This design comes from an exercise in tuning for small area on the open sky130 flow, not from production work. Where RTL was checked, it was by simulation tests only, not by an equivalence proof against the original. Power is estimated from default activity; no workload was simulated. No driver is modelled on the clock port, so clocking that relies on it looks cheaper here than on a real chip.

==> flow/design.v (excerpt) <==
module rv_core_top (
    input  logic           clk,
    input  logic           rst_n,
    input  logic           inst_valid_i,
    input  logic [31:0]    inst_i,
    output logic           inst_allowin_o,
    output logic           retire_valid_o,
    output logic [38:0]    retire_o,
    input  logic           retire_ready_i
);
==> flow/config.mk <==
export PLATFORM = sky130hd
export DESIGN_NAME = rv_core_top
export DESIGN_NICKNAME = rv_core_top
export VERILOG_FILES = /design/flow/design.v
export SDC_FILE = /design/flow/constraint.sdc
export NUM_CORES = 8
export LEC_CHECK = 0
export ABC_AREA = 1
export CAP_MARGIN = 20
export CORE_MARGIN = 2
export CORE_UTILIZATION = 60
export SLEW_MARGIN = 20
==> flow/constraint.sdc <==
create_clock -name core_clock -period 10.0 [get_ports {clk}]
set_input_delay 2.0000 -clock core_clock [delete_from_list [all_inputs] [get_ports {clk}]]
set_output_delay 2.0000 -clock core_clock [all_outputs]
set_load 0.01 [all_outputs]
standard.sh (not shown) runs the stock make flow with config.mk's settings and CLKGATE_MAP_FILE= SYNTH_SCRIPT=/design/flow/synth_recipe.tcl, a recipe that flattens the netlist after the stock synthesis.
==> flow/flow/run.sh <==
#!/bin/bash
# The standard ORFS layout (standard.sh) with three changes:
#  - synthesis maps with an area-oriented ABC script (flow/abc.script);
#    everything else in synthesis is the standard script, so the
#    registers and their names are the standard ones
#  - ports are buffered with sky130_fd_sc_hd__buf_1
#  - clock tree synthesis inserts no dummy loads and uses larger sink clusters
# Each tool's output stays in orfs/logs/; make's output goes to flow.log.
set -euo pipefail
W=$PWD
export BUFFER_PORTS_ARGS="-buffer_cell sky130_fd_sc_hd__buf_1"
export CTS_ARGS="-sink_clustering_enable -repair_clock_nets -dont_use_dummy_load -sink_clustering_size 32 -sink_clustering_max_diameter 100"
sed "s#SYNTH_SCRIPT=[^ ]*#SYNTH_SCRIPT=$W/flow/synth.tcl#" standard.sh > own_standard.sh
bash own_standard.sh > flow.log 2>&1
==> flow/flow/abc.script <==
&get -n
&st
&dch -f
&nf -R 1000
&put
==> flow/flow/synth.tcl <==
# synth_recipe.tcl with one change: ABC maps with flow/abc.script
set own_abc_script [file join [file dirname [file normalize [info script]]] abc.script]
proc synth {args} { yosys synth -nofsm -noshare {*}$args }
proc abc {args} {
  set i [lsearch -exact $args -script]
  if { $i >= 0 } {
    set args [lreplace $args $i [expr {$i + 1}] -script $::own_abc_script]
  }
  yosys abc {*}$args
}
source $::env(SCRIPTS_DIR)/synth.tcl
# left out here: clear keep_hierarchy, flatten, clean up, hide names made inside functions, write 1_2_yosys.v
Change:
--- a/flow/design.v
+++ b/flow/design.v
@@ -71,23 +71,21 @@
             cls_o = rv_pkg::CLS_ILL;
     end
 endmodule
 module rv_execute (
     input  logic        clk,
     input  logic [3:0]  ph_i,
     input  logic        act_i,       
-    input  logic        regsh_i,     
     input  logic        lui_i,
     input  logic        sub_i,       
     input  logic [2:0]  f3_i,
     input  logic        alt_i,
     input  logic [4:0]  shamt_i,     
     input  logic [1:0]  a_i,         
     input  logic [1:0]  b_i,         
-    input  logic [1:0]  rs2_i,       
     output logic [4:0]  shamt_o,     
     output logic [31:0] r_o
 );
     logic        carry_q;
     logic [1:0]  d1_q;
     logic [1:0]  d2_q;
     logic        prev_q;
@@ -122,22 +120,22 @@
     logic        v_odd;
     logic        v_even;
     assign last = ph_i == 4'd15;
     assign sll  = !lui_i && f3_i == 3'b001;
     assign srl  = !lui_i && f3_i == 3'b101;
     assign sra  = srl && alt_i;
     assign slt  = !lui_i && (f3_i == 3'b010 || f3_i == 3'b011);
-    assign shamt_o = {rs2_i[0], d1_q, d2_q};
+    assign shamt_o = {b_i[0], d1_q, d2_q};
     always_comb begin
-        if (!regsh_i || ph_i > 4'd2)
+        if (ph_i > 4'd2)
             s = shamt_i;
         else if (ph_i == 4'd0)
-            s = {3'b000, rs2_i};
+            s = {3'b000, b_i};
         else if (ph_i == 4'd1)
-            s = {1'b0, rs2_i, d1_q};
+            s = {1'b0, b_i, d1_q};
         else
             s = shamt_o;
     end
     assign q = s[4:1];
     assign cin = ph_i == 4'd0 ? sub_i : carry_q;
     assign bx  = b_i ^ {2{sub_i}};
     assign sum[0] = a_i[0] ^ bx[0] ^ cin;
@@ -196,15 +194,15 @@
         if (spec)
             nxt[29:26] = 4'b0000;
         if (last && slt && lt)
             nxt[0] = 1'b1;
     end
     always_ff @(posedge clk) begin
         carry_q <= c2;
-        d1_q    <= rs2_i;
+        d1_q    <= b_i;
         d2_q    <= d1_q;
         prev_q  <= a_i[1];
     end
     for (genvar j = 0; j < 32; j++) begin : g_r
         always_ff @(posedge clk)
             if (en[j])
                 r_o[j] <= nxt[j];
@@ -237,15 +235,15 @@
     logic        ph15;
     logic        go0;
     logic        act;
     logic        last;
     logic        acc;
     logic        is_op;
     logic        is_lui;
-    logic        regsh;
+    logic        shift;
     logic        sub;
     logic [1:0]  a_d;
     logic [1:0]  rs2_d;
     logic [1:0]  imm_d;
     logic [1:0]  b_d;
     logic [4:0]  shamt_full;
     logic [1:0]  wdig;
@@ -286,22 +284,22 @@
                 rv_q <= 1'b1;
             else if (retire_ready_i)
                 rv_q <= 1'b0;
         end
     end
     assign is_op  = cls_q == rv_pkg::CLS_OP;
     assign is_lui = cls_q == rv_pkg::CLS_LUI;
-    assign regsh  = is_op && ir_q[13:12] == 2'b01;    
+    assign shift  = !is_lui && ir_q[13:12] == 2'b01;   
     assign sub    = !is_lui && ((ir_q[14:12] == 3'b000 && is_op && ir_q[30])
                                 || ir_q[14:12] == 3'b010 || ir_q[14:12] == 3'b011);
     always_ff @(posedge clk) begin
         if (acc) begin
             ir_q  <= inst_i[31:7];
             cls_q <= cls_in;
-        end else if (act && iv_q && regsh && ph == 4'd2) begin
+        end else if (act && iv_q && shift && ph == 4'd2) begin
             ir_q[24:20] <= shamt_full;
         end
         if (last && iv_q) begin
             ret_rd_q  <= ir_q[11:7];
             ret_wen_q <= cls_q != rv_pkg::CLS_ILL && ir_q[11:7] != 5'd0;
             ret_ill_q <= cls_q == rv_pkg::CLS_ILL;
         end
@@ -334,34 +332,32 @@
         end
     end
     assign b_d = cls_q[1] ? imm_d : rs2_d;
     assign wdig = clr_q ? 2'b00 : res[1:0];
     rv_regfile regfile_i (
         .clk      (clk),
         .clr_i    (clr_q),
-        .wen_i    (act && wbp_q && ret_wen_q),
+        .wen_i    ((ph0 || act_q) && wbp_q && ret_wen_q),
         .waddr_i  (ret_rd_q),
         .wdig_i   (wdig),
         .raddr1_i (ir_q[19:15]),
         .raddr2_i (ir_q[24:20]),
         .rdig1_o  (a_d),
         .rdig2_o  (rs2_d)
     );
     rv_execute execute_i (
         .clk      (clk),
         .ph_i     (ph),
         .act_i    (act),
-        .regsh_i  (regsh),
         .lui_i    (is_lui),
         .sub_i    (sub),
         .f3_i     (ir_q[14:12]),
         .alt_i    (ir_q[30]),
         .shamt_i  (ir_q[24:20]),
         .a_i      (a_d),
         .b_i      (b_d),
-        .rs2_i    (rs2_d),
         .shamt_o  (shamt_full),
         .r_o      (res)
     );
     assign retire_valid_o = rv_q;
     assign retire_o       = {ret_rd_q, ret_wen_q, ret_ill_q, res};
 endmodule
=>
- count of clock-buffer cells in the layout does not change
- non-clock buffer count decreases by 11
- power went up slightly
- worst setup slack gets better by 0.33 ns
- combinational power is higher by a quarter to a third
- first-iteration DRC count went down by a quarter to a third
- final cell count shrinks by a few percent
- routed wire length fell by a few percent
- utilization fell by 0.13 points
- sequential power stays flat
- register-to-register slack improves by 0.24 ns
Function was not checked in any run of this note: the RTL went through the layout flow alone.

rv_core_top with an RTL version that a note above also has.
For scale: about 1800 cells after synthesis, ~1100 flip-flops, roughly 77 I/O pins, about 27000 um2 of cells after synthesis.
==> module rv_regfile, before the edit <==
module rv_regfile (
    input  logic       clk,
    input  logic       clr_i,      
    input  logic       wen_i,
    input  logic [4:0] waddr_i,
    input  logic [1:0] wdig_i,     
    input  logic [4:0] raddr1_i,
    input  logic [4:0] raddr2_i,
    output logic [1:0] rdig1_o,
    output logic [1:0] rdig2_o
);
    logic [31:0][1:0] head;
    assign head[0] = 2'b00;
    for (genvar r = 1; r < 32; r++) begin : g_x
        logic [31:0] ring;
        logic        we;
        assign we      = clr_i || (wen_i && waddr_i == 5'(r));
        assign head[r] = we ? wdig_i : ring[1:0];
        always_ff @(posedge clk)
            ring <= {head[r], ring[31:2]};
    end
    assign rdig1_o = head[raddr1_i];
    assign rdig2_o = head[raddr2_i];
endmodule
==> module rv_core_top, before the edit <==
module rv_core_top (
    input  logic           clk,
    input  logic           rst_n,
    input  logic           inst_valid_i,
    input  logic [31:0]    inst_i,
    output logic           inst_allowin_o,
    output logic           retire_valid_o,
    output logic [38:0]    retire_o,
    input  logic           retire_ready_i
);
    logic [3:0]  ph;
    logic        clr_q;      
    logic        iv_q;       
    logic        act_q;      
    logic        rv_q;       
    logic        wbp_q;      
    logic [31:7] ir_q;       
    logic [1:0]  cls_q;
    logic [1:0]  cls_in;
    logic [4:0]  ret_rd_q;
    logic        ret_wen_q;
    logic        ret_ill_q;
    logic [31:0] res;
    logic        ph0;
    logic        ph15;
    logic        go0;
    logic        act;
    logic        last;
    logic        acc;
    logic        is_op;
    logic        is_lui;
    logic        shift;
    logic        sub;
    logic [1:0]  a_d;
    logic [1:0]  rs2_d;
    logic [1:0]  imm_d;
    logic [1:0]  b_d;
    logic [4:0]  shamt_full;
    logic [1:0]  wdig;
    rv_decode decode_i (
        .inst_i (inst_i),
        .cls_o  (cls_in)
    );
    assign ph0  = ph == 4'd0;
    assign ph15 = ph == 4'd15;
    assign go0  = (iv_q || wbp_q) && (!rv_q || retire_ready_i);
    assign act  = ph0 ? go0 : act_q;
    assign last = act && ph15;
    assign inst_allowin_o = ph15 && (!iv_q || act_q);
    assign acc            = inst_valid_i && inst_allowin_o;
    always_ff @(posedge clk or negedge rst_n) begin
        if (!rst_n) begin
            ph    <= 4'd0;
            clr_q <= 1'b1;
            iv_q  <= 1'b0;
            act_q <= 1'b0;
            rv_q  <= 1'b0;
            wbp_q <= 1'b0;
        end else begin
            ph <= ph + 4'd1;
            if (ph15)
                clr_q <= 1'b0;
            if (ph0)
                act_q <= go0;
            else if (ph15)
                act_q <= 1'b0;
            if (acc)
                iv_q <= 1'b1;
            else if (last)
                iv_q <= 1'b0;
            if (last)
                wbp_q <= iv_q;
            if (last && iv_q)
                rv_q <= 1'b1;
            else if (retire_ready_i)
                rv_q <= 1'b0;
        end
    end
    assign is_op  = cls_q == rv_pkg::CLS_OP;
    assign is_lui = cls_q == rv_pkg::CLS_LUI;
    assign shift  = !is_lui && ir_q[13:12] == 2'b01;   
    assign sub    = !is_lui && ((ir_q[14:12] == 3'b000 && is_op && ir_q[30])
                                || ir_q[14:12] == 3'b010 || ir_q[14:12] == 3'b011);
    always_ff @(posedge clk) begin
        if (acc) begin
            ir_q  <= inst_i[31:7];
            cls_q <= cls_in;
        end else if (act && iv_q && shift && ph == 4'd2) begin
            ir_q[24:20] <= shamt_full;
        end
        if (last && iv_q) begin
            ret_rd_q  <= ir_q[11:7];
            ret_wen_q <= cls_q != rv_pkg::CLS_ILL && ir_q[11:7] != 5'd0;
            ret_ill_q <= cls_q == rv_pkg::CLS_ILL;
        end
    end
    always_comb begin
        if (is_lui) begin
            case (ph)
                4'd6:    imm_d = ir_q[13:12];
                4'd7:    imm_d = ir_q[15:14];
                4'd8:    imm_d = ir_q[17:16];
                4'd9:    imm_d = ir_q[19:18];
                4'd10:   imm_d = ir_q[21:20];
                4'd11:   imm_d = ir_q[23:22];
                4'd12:   imm_d = ir_q[25:24];
                4'd13:   imm_d = ir_q[27:26];
                4'd14:   imm_d = ir_q[29:28];
                4'd15:   imm_d = ir_q[31:30];
                default: imm_d = 2'b00;
            endcase
        end else begin
            case (ph)
                4'd0:    imm_d = ir_q[21:20];
                4'd1:    imm_d = ir_q[23:22];
                4'd2:    imm_d = ir_q[25:24];
                4'd3:    imm_d = ir_q[27:26];
                4'd4:    imm_d = ir_q[29:28];
                4'd5:    imm_d = ir_q[31:30];
                default: imm_d = {2{ir_q[31]}};
            endcase
        end
    end
    assign b_d = cls_q[1] ? imm_d : rs2_d;
    assign wdig = clr_q ? 2'b00 : res[1:0];
    rv_regfile regfile_i (
        .clk      (clk),
        .clr_i    (clr_q),
        .wen_i    ((ph0 || act_q) && wbp_q && ret_wen_q),
        .waddr_i  (ret_rd_q),
        .wdig_i   (wdig),
        .raddr1_i (ir_q[19:15]),
        .raddr2_i (ir_q[24:20]),
        .rdig1_o  (a_d),
        .rdig2_o  (rs2_d)
    );
    rv_execute execute_i (
        .clk      (clk),
        .ph_i     (ph),
        .act_i    (act),
        .lui_i    (is_lui),
        .sub_i    (sub),
        .f3_i     (ir_q[14:12]),
        .alt_i    (ir_q[30]),
        .shamt_i  (ir_q[24:20]),
        .a_i      (a_d),
        .b_i      (b_d),
        .shamt_o  (shamt_full),
        .r_o      (res)
    );
    assign retire_valid_o = rv_q;
    assign retire_o       = {ret_rd_q, ret_wen_q, ret_ill_q, res};
endmodule
==> flow/config.mk <==
export PLATFORM = sky130hd
export DESIGN_NAME = rv_core_top
export DESIGN_NICKNAME = rv_core_top
export VERILOG_FILES = /design/flow/design.v
export SDC_FILE = /design/flow/constraint.sdc
export NUM_CORES = 8
export LEC_CHECK = 0
export ABC_AREA = 1
export CAP_MARGIN = 20
export CORE_MARGIN = 2
export CORE_UTILIZATION = 50
export SLEW_MARGIN = 20
==> flow/constraint.sdc <==
create_clock -name core_clock -period 10.0 [get_ports {clk}]
set_input_delay 2.0000 -clock core_clock [delete_from_list [all_inputs] [get_ports {clk}]]
set_output_delay 2.0000 -clock core_clock [all_outputs]
set_load 0.01 [all_outputs]
==> flow/flow/run.sh <==
#!/bin/bash
# The standard ORFS layout (standard.sh) with three changes:
#  - synthesis maps with an area-oriented ABC script (flow/abc.script);
#    everything else in synthesis is the standard script, so the
#    registers and their names are the standard ones
#  - ports are buffered with sky130_fd_sc_hd__buf_1
#  - clock tree synthesis inserts no dummy loads and uses larger sink clusters
# Each tool's output stays in orfs/logs/; make's output goes to flow.log.
set -euo pipefail
W=$PWD
export BUFFER_PORTS_ARGS="-buffer_cell sky130_fd_sc_hd__buf_1"
export CTS_ARGS="-sink_clustering_enable -repair_clock_nets -dont_use_dummy_load -sink_clustering_size 36 -sink_clustering_max_diameter 80"
sed "s#SYNTH_SCRIPT=[^ ]*#SYNTH_SCRIPT=$W/flow/synth.tcl#" standard.sh > own_standard.sh
bash own_standard.sh > flow.log 2>&1
Scripts as last shown in full above: flow/flow/abc.script, flow/flow/synth.tcl
Then changed:
--- a/flow/design.v
+++ b/flow/design.v
@@ -22,9 +22,17 @@
 );
     logic [31:0][1:0] head;
+    logic [3:0]       we_hi;
+    logic [7:0]       we_lo;
     assign head[0] = 2'b00;
+    for (genvar i = 0; i < 4; i++) begin : g_hi
+        assign we_hi[i] = clr_i || (wen_i && waddr_i[4:3] == 2'(i));
+    end
+    for (genvar i = 0; i < 8; i++) begin : g_lo
+        assign we_lo[i] = clr_i || waddr_i[2:0] == 3'(i);
+    end
     for (genvar r = 1; r < 32; r++) begin : g_x
         logic [31:0] ring;
         logic        we;
-        assign we      = clr_i || (wen_i && waddr_i == 5'(r));
+        assign we      = we_hi[r / 8] && we_lo[r % 8];
         assign head[r] = we ? wdig_i : ring[1:0];
         always_ff @(posedge clk)
@@ -229,5 +237,5 @@
     logic [1:0]  cls_in;
     logic [4:0]  ret_rd_q;
-    logic        ret_wen_q;
+    logic        ret_wen;
     logic        ret_ill_q;
     logic [31:0] res;
@@ -301,34 +309,16 @@
         if (last && iv_q) begin
             ret_rd_q  <= ir_q[11:7];
-            ret_wen_q <= cls_q != rv_pkg::CLS_ILL && ir_q[11:7] != 5'd0;
             ret_ill_q <= cls_q == rv_pkg::CLS_ILL;
         end
     end
+    logic [3:0] imm_sel;
+    logic [31:12] imm_f;
+    assign imm_f   = ir_q[31:12];
+    assign imm_sel = is_lui ? ph - 4'd6 : ph + 4'd4;
     always_comb begin
-        if (is_lui) begin
-            case (ph)
-                4'd6:    imm_d = ir_q[13:12];
-                4'd7:    imm_d = ir_q[15:14];
-                4'd8:    imm_d = ir_q[17:16];
-                4'd9:    imm_d = ir_q[19:18];
-                4'd10:   imm_d = ir_q[21:20];
-                4'd11:   imm_d = ir_q[23:22];
-                4'd12:   imm_d = ir_q[25:24];
-                4'd13:   imm_d = ir_q[27:26];
-                4'd14:   imm_d = ir_q[29:28];
-                4'd15:   imm_d = ir_q[31:30];
-                default: imm_d = 2'b00;
-            endcase
-        end else begin
-            case (ph)
-                4'd0:    imm_d = ir_q[21:20];
-                4'd1:    imm_d = ir_q[23:22];
-                4'd2:    imm_d = ir_q[25:24];
-                4'd3:    imm_d = ir_q[27:26];
-                4'd4:    imm_d = ir_q[29:28];
-                4'd5:    imm_d = ir_q[31:30];
-                default: imm_d = {2{ir_q[31]}};
-            endcase
-        end
+        if (is_lui ? ph < 4'd6 : ph > 4'd5)
+            imm_d = {2{ir_q[31] && !is_lui}};
+        else
+            imm_d = imm_f[12 + 2 * imm_sel +: 2];
     end
     assign b_d = cls_q[1] ? imm_d : rs2_d;
@@ -337,5 +327,5 @@
         .clk      (clk),
         .clr_i    (clr_q),
-        .wen_i    ((ph0 || act_q) && wbp_q && ret_wen_q),
+        .wen_i    ((ph0 || act_q) && wbp_q && ret_wen),
         .waddr_i  (ret_rd_q),
         .wdig_i   (wdig),
@@ -359,5 +349,6 @@
         .r_o      (res)
     );
+    assign ret_wen = !ret_ill_q && ret_rd_q != 5'd0;
     assign retire_valid_o = rv_q;
-    assign retire_o       = {ret_rd_q, ret_wen_q, ret_ill_q, res};
+    assign retire_o       = {ret_rd_q, ret_wen, ret_ill_q, res};
 endmodule
Result: Total power stays flat. Sequential cell count went down by 1. Synthesized cell count went up by 2.0%. Hold slack barely changes. Worst setup slack got worse by 0.096 ns. Non-clock buffer count went up by 3. Final area barely changes. Final cell count went up by 1.4%. Global-route usage went down by 0.33 points. Wire length went down by 2.5%. Critical path depth is unchanged. Die area barely changes. Area after synthesis is about the same. Clock-buffer cell count does not change.
No functional check of the RTL was part of the first run of this note.

afterwards: timing with drivers on the ports:
No port has a modelled driver above. Below, the same layouts with a new extraction and two added sets of constraints. Step 1 sets driving cells, clkbuf_16 on the clock port and buf_2 on the other inputs (assumed; they add their load-dependent delay and slew). Step 2 moves the port delays by t, midway between the first and last clock arrival at a register: inputs arrive t later, outputs are due t later. That takes back most of the time a late clock gives input paths. Three values: ideal ports, drivers, drivers and shift; two values: the first two.
| run | t, ns | slack for setup (ns) | hold WS [ns] | worst setup path at the end | worst data-port slew with drivers (ns) |
|---|---|---|---|---|---|
| the first run of note 1 | 0.631 | 0.738 / 0.782 / 0.152 | 0.284 / 0.284 / 0.284 | input to register | 0.04 |
| the second run of note 1 | 0.634 | 1.070 / 1.070 / 1.070 | 0.317 / 0.317 / 0.317 | register to register | 0.03 |
| the first run of note 2 | 0.630 | 0.987 / 0.987 / 0.987 | 0.290 / 0.290 / 0.290 | register to register | 0.03 |
| the second run of note 2 | 0.623 | 0.891 / 0.891 / 0.891 | 0.291 / 0.291 / 0.291 | register to register | 0.04 |
After both steps every run listed still meets setup and hold. For the first run of note 1, which loses most, drivers alone change the setup slack by +0.044 ns; drivers and shift together by -0.586 ns.
